Source: an optimization exercise on an open RTL-to-GDS flow (aim: small area, a short achievable clock period and few clock cycles per item). Production flows keep margins and buffers that such runs may drop.
The RTL was checked by simulation tests, not by an equivalence proof against the original design.

==> inputs of run F <==
## sha256_byte_stream_hasher_unit
module sha256_byte_stream_hasher_unit (
	input  logic        clk,
	input  logic        arst_n,
	input  logic        in_valid,
	output logic        in_ready,
	input  logic [7:0]  data_byte,
	input  logic        byte_valid,
	input  logic        last_byte,
	output logic        out_valid,
	input  logic        out_ready,
	output logic [31:0] digest_word,
	output logic [2:0]  word_index,
	output logic        last_word
);
	logic       ir_load, stg_shift, len_inc, len_clr, load, load_iv, round, stall;
	logic       ring_en, fold_act, fold_iv, ld_or_st, dout_ld, dout_nx;
	logic [2:0] dout_idx;
	logic [1:0] byte_sel, fold_k;
	logic [2:0] len_byte;
	logic [5:0] kidx;
	sbh_ctrl u_ctrl (
		.clk        (clk),
		.arst_n     (arst_n),
		.in_valid   (in_valid),
		.in_ready   (in_ready),
		.byte_valid (byte_valid),
		.last_byte  (last_byte),
		.out_valid  (out_valid),
		.out_ready  (out_ready),
		.word_index (word_index),
		.last_word  (last_word),
		.ir_load    (ir_load),
		.stg_shift  (stg_shift),
		.byte_sel   (byte_sel),
		.len_byte   (len_byte),
		.len_inc    (len_inc),
		.len_clr    (len_clr),
		.load       (load),
		.load_iv    (load_iv),
		.round      (round),
		.stall      (stall),
		.ring_en    (ring_en),
		.fold_act   (fold_act),
		.fold_iv    (fold_iv),
		.fold_k     (fold_k),
		.kidx       (kidx),
  ...
==> module sbh_dp, before the edit <==
module sbh_dp (
	input  logic        clk,
	input  logic        arst_n,
	input  logic [7:0]  data_byte,
	input  logic        ir_load,
	input  logic        stg_shift,
	input  logic [1:0]  byte_sel,
	input  logic [2:0]  len_byte,
	input  logic        len_inc,
	input  logic        len_clr,
	input  logic        load,
	input  logic        load_iv,
	input  logic        round,
	input  logic        stall,
	input  logic        ring_en,
	input  logic        fold_act,
	input  logic        fold_iv,
	input  logic [1:0]  fold_k,
	input  logic [5:0]  kidx,
	input  logic        ld_or_st,
	input  logic        dout_ld,
	input  logic        dout_nx,
	input  logic [2:0]  dout_idx,
	output logic [31:0] digest_word
);
	logic [7:0]   ir_byte;
	logic [511:0] stg;             
	logic [511:0] win;             
	logic [60:0]  len;             
	logic [31:0]  p;               
	logic [31:0]  kq;              
	logic [31:0]  wa, wb, wc, wd, we, wf, wg, wh;
	logic [31:0]  la [4];          
	logic [31:0]  le [4];          
	logic [7:0]  byte_in;
	logic [63:0] bit_len;
	assign bit_len = {len, 3'b000};
	always_comb begin
		case (byte_sel)
			2'd0:    byte_in = ir_byte;
			2'd1:    byte_in = PAD_BYTE;
			2'd3:    byte_in = bit_len[{3'd7 - len_byte, 3'b000} +: 8];
			default: byte_in = 8'h00;
		endcase
	end
	always_ff @(posedge clk) begin
		if (ir_load) ir_byte <= data_byte;
		if (stg_shift) stg <= {stg[503:0], byte_in};
	end
	always_ff @(posedge clk or negedge arst_n) begin
		if (!arst_n) begin
			len <= '0;
		end else if (len_clr) begin
			len <= '0;
		end else if (len_inc) begin
			len <= len + 61'd1;
		end
	end
	logic [31:0] x0, x1, x9, x14, w_new, w_in;
	assign x0    = win[511:480];
	assign x1    = win[479:448];
	assign x9    = win[223:192];
	assign x14   = win[63:32];
	assign w_new = x0 + sbh_pkg::sig0(x1) + x9 + sbh_pkg::sig1(x14);
	assign w_in  = stall ? x0 : w_new;
	always_ff @(posedge clk) begin
		if (load) win <= stg;
		else      win <= {win[479:0], w_in};
	end
	logic [31:0] add_a, add_e, opa, ope, ba, be;
	assign opa = fold_act ? wa : 32'd0;
	assign ope = fold_act ? we : 32'd0;
	assign ba  = fold_iv ? sbh_pkg::init_h({1'b0, fold_k}) : la[3];
	assign be  = fold_iv ? sbh_pkg::init_h({1'b1, fold_k}) : le[3];
	assign add_a = ba + opa;
	assign add_e = be + ope;
	always_ff @(posedge clk) begin
		if (ring_en) begin
			la[0] <= add_a;
			la[1] <= la[0];
			la[2] <= la[1];
			la[3] <= la[2];
			le[0] <= add_e;
			le[1] <= le[0];
			le[2] <= le[1];
			le[3] <= le[2];
		end
	end
	logic [31:0] dout;
	always_ff @(posedge clk) begin
		if (dout_ld)
			dout <= add_a;
		else if (dout_nx)
			dout <= dout_idx[2] ? le[dout_idx[1:0]] : la[dout_idx[1:0]];
	end
	assign digest_word = dout;
	logic [31:0] s1, ch, s0, mj, a_new, e_new, s1_q, ch_q;
	assign s1    = s1_q;
	assign ch    = ch_q;
	assign s0    = sbh_pkg::big0(wa);
	assign mj    = (wa & wb) ^ (wa & wc) ^ (wb & wc);
	logic [31:0] as1, ac1, as2, ac2, as3, ac3, es2, ec2;
	assign as1   = p ^ ch ^ s1;
	assign ac1   = {(p[30:0] & ch[30:0]) | (p[30:0] & s1[30:0]) | (ch[30:0] & s1[30:0]), 1'b0};
	assign as2   = as1 ^ ac1 ^ s0;
	assign ac2   = {(as1[30:0] & ac1[30:0]) | (as1[30:0] & s0[30:0]) | (ac1[30:0] & s0[30:0]), 1'b0};
	assign as3   = as2 ^ ac2 ^ mj;
	assign ac3   = {(as2[30:0] & ac2[30:0]) | (as2[30:0] & mj[30:0]) | (ac2[30:0] & mj[30:0]), 1'b0};
	assign a_new = as3 + ac3;
	assign es2   = as1 ^ ac1 ^ wd;
	assign ec2   = {(as1[30:0] & ac1[30:0]) | (as1[30:0] & wd[30:0]) | (ac1[30:0] & wd[30:0]), 1'b0};
	assign e_new = es2 + ec2;
	logic [31:0] ld_a, ld_b, ld_c, ld_d, ld_e, ld_f, ld_g, ld_h;
	assign ld_a = load_iv ? sbh_pkg::init_h(3'd0) : add_a;
	assign ld_b = load_iv ? sbh_pkg::init_h(3'd1) : la[0];
	assign ld_c = load_iv ? sbh_pkg::init_h(3'd2) : la[1];
	assign ld_d = load_iv ? sbh_pkg::init_h(3'd3) : la[2];
	assign ld_e = load_iv ? sbh_pkg::init_h(3'd4) : add_e;
	assign ld_f = load_iv ? sbh_pkg::init_h(3'd5) : le[0];
	assign ld_g = load_iv ? sbh_pkg::init_h(3'd6) : le[1];
	assign ld_h = load_iv ? sbh_pkg::init_h(3'd7) : le[2];
	logic [31:0] a_alt, e_alt;
	assign a_alt = stall ? wh : ld_a;
	assign e_alt = stall ? wd : ld_e;
	logic [31:0] e_d, f_d, g_d;
	assign e_d = ld_or_st ? e_alt : e_new;
	assign f_d = load ? ld_f : we;
	assign g_d = load ? ld_g : wf;
	always_ff @(posedge clk) begin
		if (load) begin wb <= ld_b; wc <= ld_c; wd <= ld_d;
			wf <= ld_f; wg <= ld_g; wh <= ld_h;
		end else begin
			wb <= wa; wc <= wb; wd <= wc;
			wf <= we; wg <= wf; wh <= wg;
		end
		wa <= ld_or_st ? a_alt : a_new;
		we   <= e_d;
		s1_q <= sbh_pkg::big1(e_d);
		ch_q <= (e_d & f_d) ^ (~e_d & g_d);
	end
	logic [31:0] pa, pc;
	assign pa = load ? ld_h : wg;
	assign pc = load ? stg[511:480] : x1;
	always_ff @(posedge clk) begin
		kq <= sbh_pkg::round_k(kidx);
		if (load || round) p <= pa + kq + pc;
	end
endmodule
==> flow/config.mk <==
export PLATFORM = sky130hd
export DESIGN_NAME = sha256_byte_stream_hasher_unit
export DESIGN_NICKNAME = sha256_byte_stream_hasher_unit
export VERILOG_FILES = /design/flow/design.v
export SDC_FILE = /design/flow/constraint.sdc
export NUM_CORES = 4
export LEC_CHECK = 0
export CAP_MARGIN = 20
export CORE_MARGIN = 2
export CORE_UTILIZATION = 55
export CTS_BUF_LIST = sky130_fd_sc_hd__clkbuf_8
export CTS_CLUSTER_DIAMETER = 80
export CTS_CLUSTER_SIZE = 12
export SETUP_SLACK_MARGIN = 5
export SLEW_MARGIN = 20
==> flow/constraint.sdc <==
create_clock -name core_clock -period 11.0 [get_ports {clk}]
set_input_delay 2.2000 -clock core_clock [delete_from_list [all_inputs] [get_ports {clk}]]
set_output_delay 2.2000 -clock core_clock [all_outputs]
set_load 0.01 [all_outputs]
standard.sh (not shown) runs the stock make flow with config.mk's settings and CLKGATE_MAP_FILE= SYNTH_SCRIPT=/design/flow/synth_recipe.tcl, a recipe that flattens the netlist after the stock synthesis.
==> flow/flow/run.sh <==
#!/bin/bash
# Standard layout (the standard.sh, unchanged synthesis), with timing repair aiming
# for extra setup slack beyond the 11 ns constraint.
set -uo pipefail
bash standard.sh SETUP_SLACK_MARGIN=6.6 finish > standard.log 2>&1
==> run R (differences from run F) <==
--- a/flow/design.v
+++ b/flow/design.v
@@ -439,19 +439,21 @@
 	end
 	assign digest_word = dout;
-	logic [31:0] s1, ch, s0, mj, a_new, e_new, s1_q, ch_q;
-	assign s1    = s1_q;
-	assign ch    = ch_q;
+	logic [31:0] s1, ch, s0, mj, a_new, e_new;
+	assign s1    = sbh_pkg::big1(we);
+	assign ch    = (we & wf) ^ (~we & wg);
 	assign s0    = sbh_pkg::big0(wa);
 	assign mj    = (wa & wb) ^ (wa & wc) ^ (wb & wc);
-	logic [31:0] as1, ac1, as2, ac2, as3, ac3, es2, ec2;
-	assign as1   = p ^ ch ^ s1;
-	assign ac1   = {(p[30:0] & ch[30:0]) | (p[30:0] & s1[30:0]) | (ch[30:0] & s1[30:0]), 1'b0};
-	assign as2   = as1 ^ ac1 ^ s0;
-	assign ac2   = {(as1[30:0] & ac1[30:0]) | (as1[30:0] & s0[30:0]) | (ac1[30:0] & s0[30:0]), 1'b0};
-	assign as3   = as2 ^ ac2 ^ mj;
-	assign ac3   = {(as2[30:0] & ac2[30:0]) | (as2[30:0] & mj[30:0]) | (ac2[30:0] & mj[30:0]), 1'b0};
+	logic [31:0] as1, ac1, as2, ac2, as3, ac3, es1, ec1, es2, ec2;
+	assign as1   = p ^ ch ^ mj;
+	assign ac1   = {(p[30:0] & ch[30:0]) | (p[30:0] & mj[30:0]) | (ch[30:0] & mj[30:0]), 1'b0};
+	assign as2   = as1 ^ ac1 ^ s1;
+	assign ac2   = {(as1[30:0] & ac1[30:0]) | (as1[30:0] & s1[30:0]) | (ac1[30:0] & s1[30:0]), 1'b0};
+	assign as3   = as2 ^ ac2 ^ s0;
+	assign ac3   = {(as2[30:0] & ac2[30:0]) | (as2[30:0] & s0[30:0]) | (ac2[30:0] & s0[30:0]), 1'b0};
 	assign a_new = as3 + ac3;
-	assign es2   = as1 ^ ac1 ^ wd;
-	assign ec2   = {(as1[30:0] & ac1[30:0]) | (as1[30:0] & wd[30:0]) | (ac1[30:0] & wd[30:0]), 1'b0};
+	assign es1   = p ^ ch ^ wd;
+	assign ec1   = {(p[30:0] & ch[30:0]) | (p[30:0] & wd[30:0]) | (ch[30:0] & wd[30:0]), 1'b0};
+	assign es2   = es1 ^ ec1 ^ s1;
+	assign ec2   = {(es1[30:0] & ec1[30:0]) | (es1[30:0] & s1[30:0]) | (ec1[30:0] & s1[30:0]), 1'b0};
 	assign e_new = es2 + ec2;
 	logic [31:0] ld_a, ld_b, ld_c, ld_d, ld_e, ld_f, ld_g, ld_h;
@@ -467,8 +469,4 @@
 	assign a_alt = stall ? wh : ld_a;
 	assign e_alt = stall ? wd : ld_e;
-	logic [31:0] e_d, f_d, g_d;
-	assign e_d = ld_or_st ? e_alt : e_new;
-	assign f_d = load ? ld_f : we;
-	assign g_d = load ? ld_g : wf;
 	always_ff @(posedge clk) begin
 		if (load) begin wb <= ld_b; wc <= ld_c; wd <= ld_d;
@@ -479,7 +477,5 @@
 		end
 		wa <= ld_or_st ? a_alt : a_new;
-		we   <= e_d;
-		s1_q <= sbh_pkg::big1(e_d);
-		ch_q <= (e_d & f_d) ^ (~e_d & g_d);
+		we <= ld_or_st ? e_alt : e_new;
 	end
 	logic [31:0] pa, pc;
==> flow/flow/run.sh (replaced) <==
#!/bin/bash
# Standard layout (the standard.sh, unchanged synthesis), with timing repair aiming
# for extra setup slack beyond the 11 ns constraint.
set -uo pipefail
bash standard.sh SETUP_SLACK_MARGIN=9 finish > standard.log 2>&1
==> notes <==
Against run F, the die area of run R is smaller by about 0.4%.
Between run F and run R, the lower clock skew is in run R (gap 0.013 ns).
In run F the non-clock buffer count is lower than in run R, by 561.
Against run R, the critical path depth of run F is higher by 3.
Of run R and run F, run F has the higher sequential share of layout area (gap 6.6 points).
Between run R and run F, the lower routed wire length is in run F (gap about 11%, measured against run F).
Against run F, the synthesized cell count of run R is higher by about 1.1%.
Of run F and run R, run R has the higher cell count (gap about 6%, measured against run R).
In run F the flip-flop and latch count is higher than in run R, by 64.
In run F the global-route usage is lower than in run R, by 3.5 points.
Testbench counts of run F, summed over its fixed seeds: cycles 39,202, bytes 30,063.
Testbench counts of run R, summed over its fixed seeds: cycles 39,202, bytes 30,063.

==> static timing again, ports no longer ideal <==
The results above use ideal ports. As a check the final layouts listed here were re-extracted and re-timed, cells and wires unchanged. Step 1 sets driving cells, clkbuf_16 on the clock port and buf_2 on the other inputs (assumed; they add their load-dependent delay and slew). Step 2 adds t to the input delays and takes it off the output delays; t is the mean of the earliest and latest rising clock arrival at the registers after step 1. Input paths then give back, and output paths get back, about the clock's delay inside the block. Slacks: ideal / step 1 / step 2; pairs: ideal / step 1.
run	t, ns	setup WS [ns]	latest minus earliest clock arrival (ns)	cell pins on the clock port's net
run F	0.999	6.452 / 6.452 / 6.452	0.078 / 0.078	1
run R	0.996	6.203 / 6.203 / 6.203	0.056 / 0.056	1
After both steps every run listed still meets setup and hold.
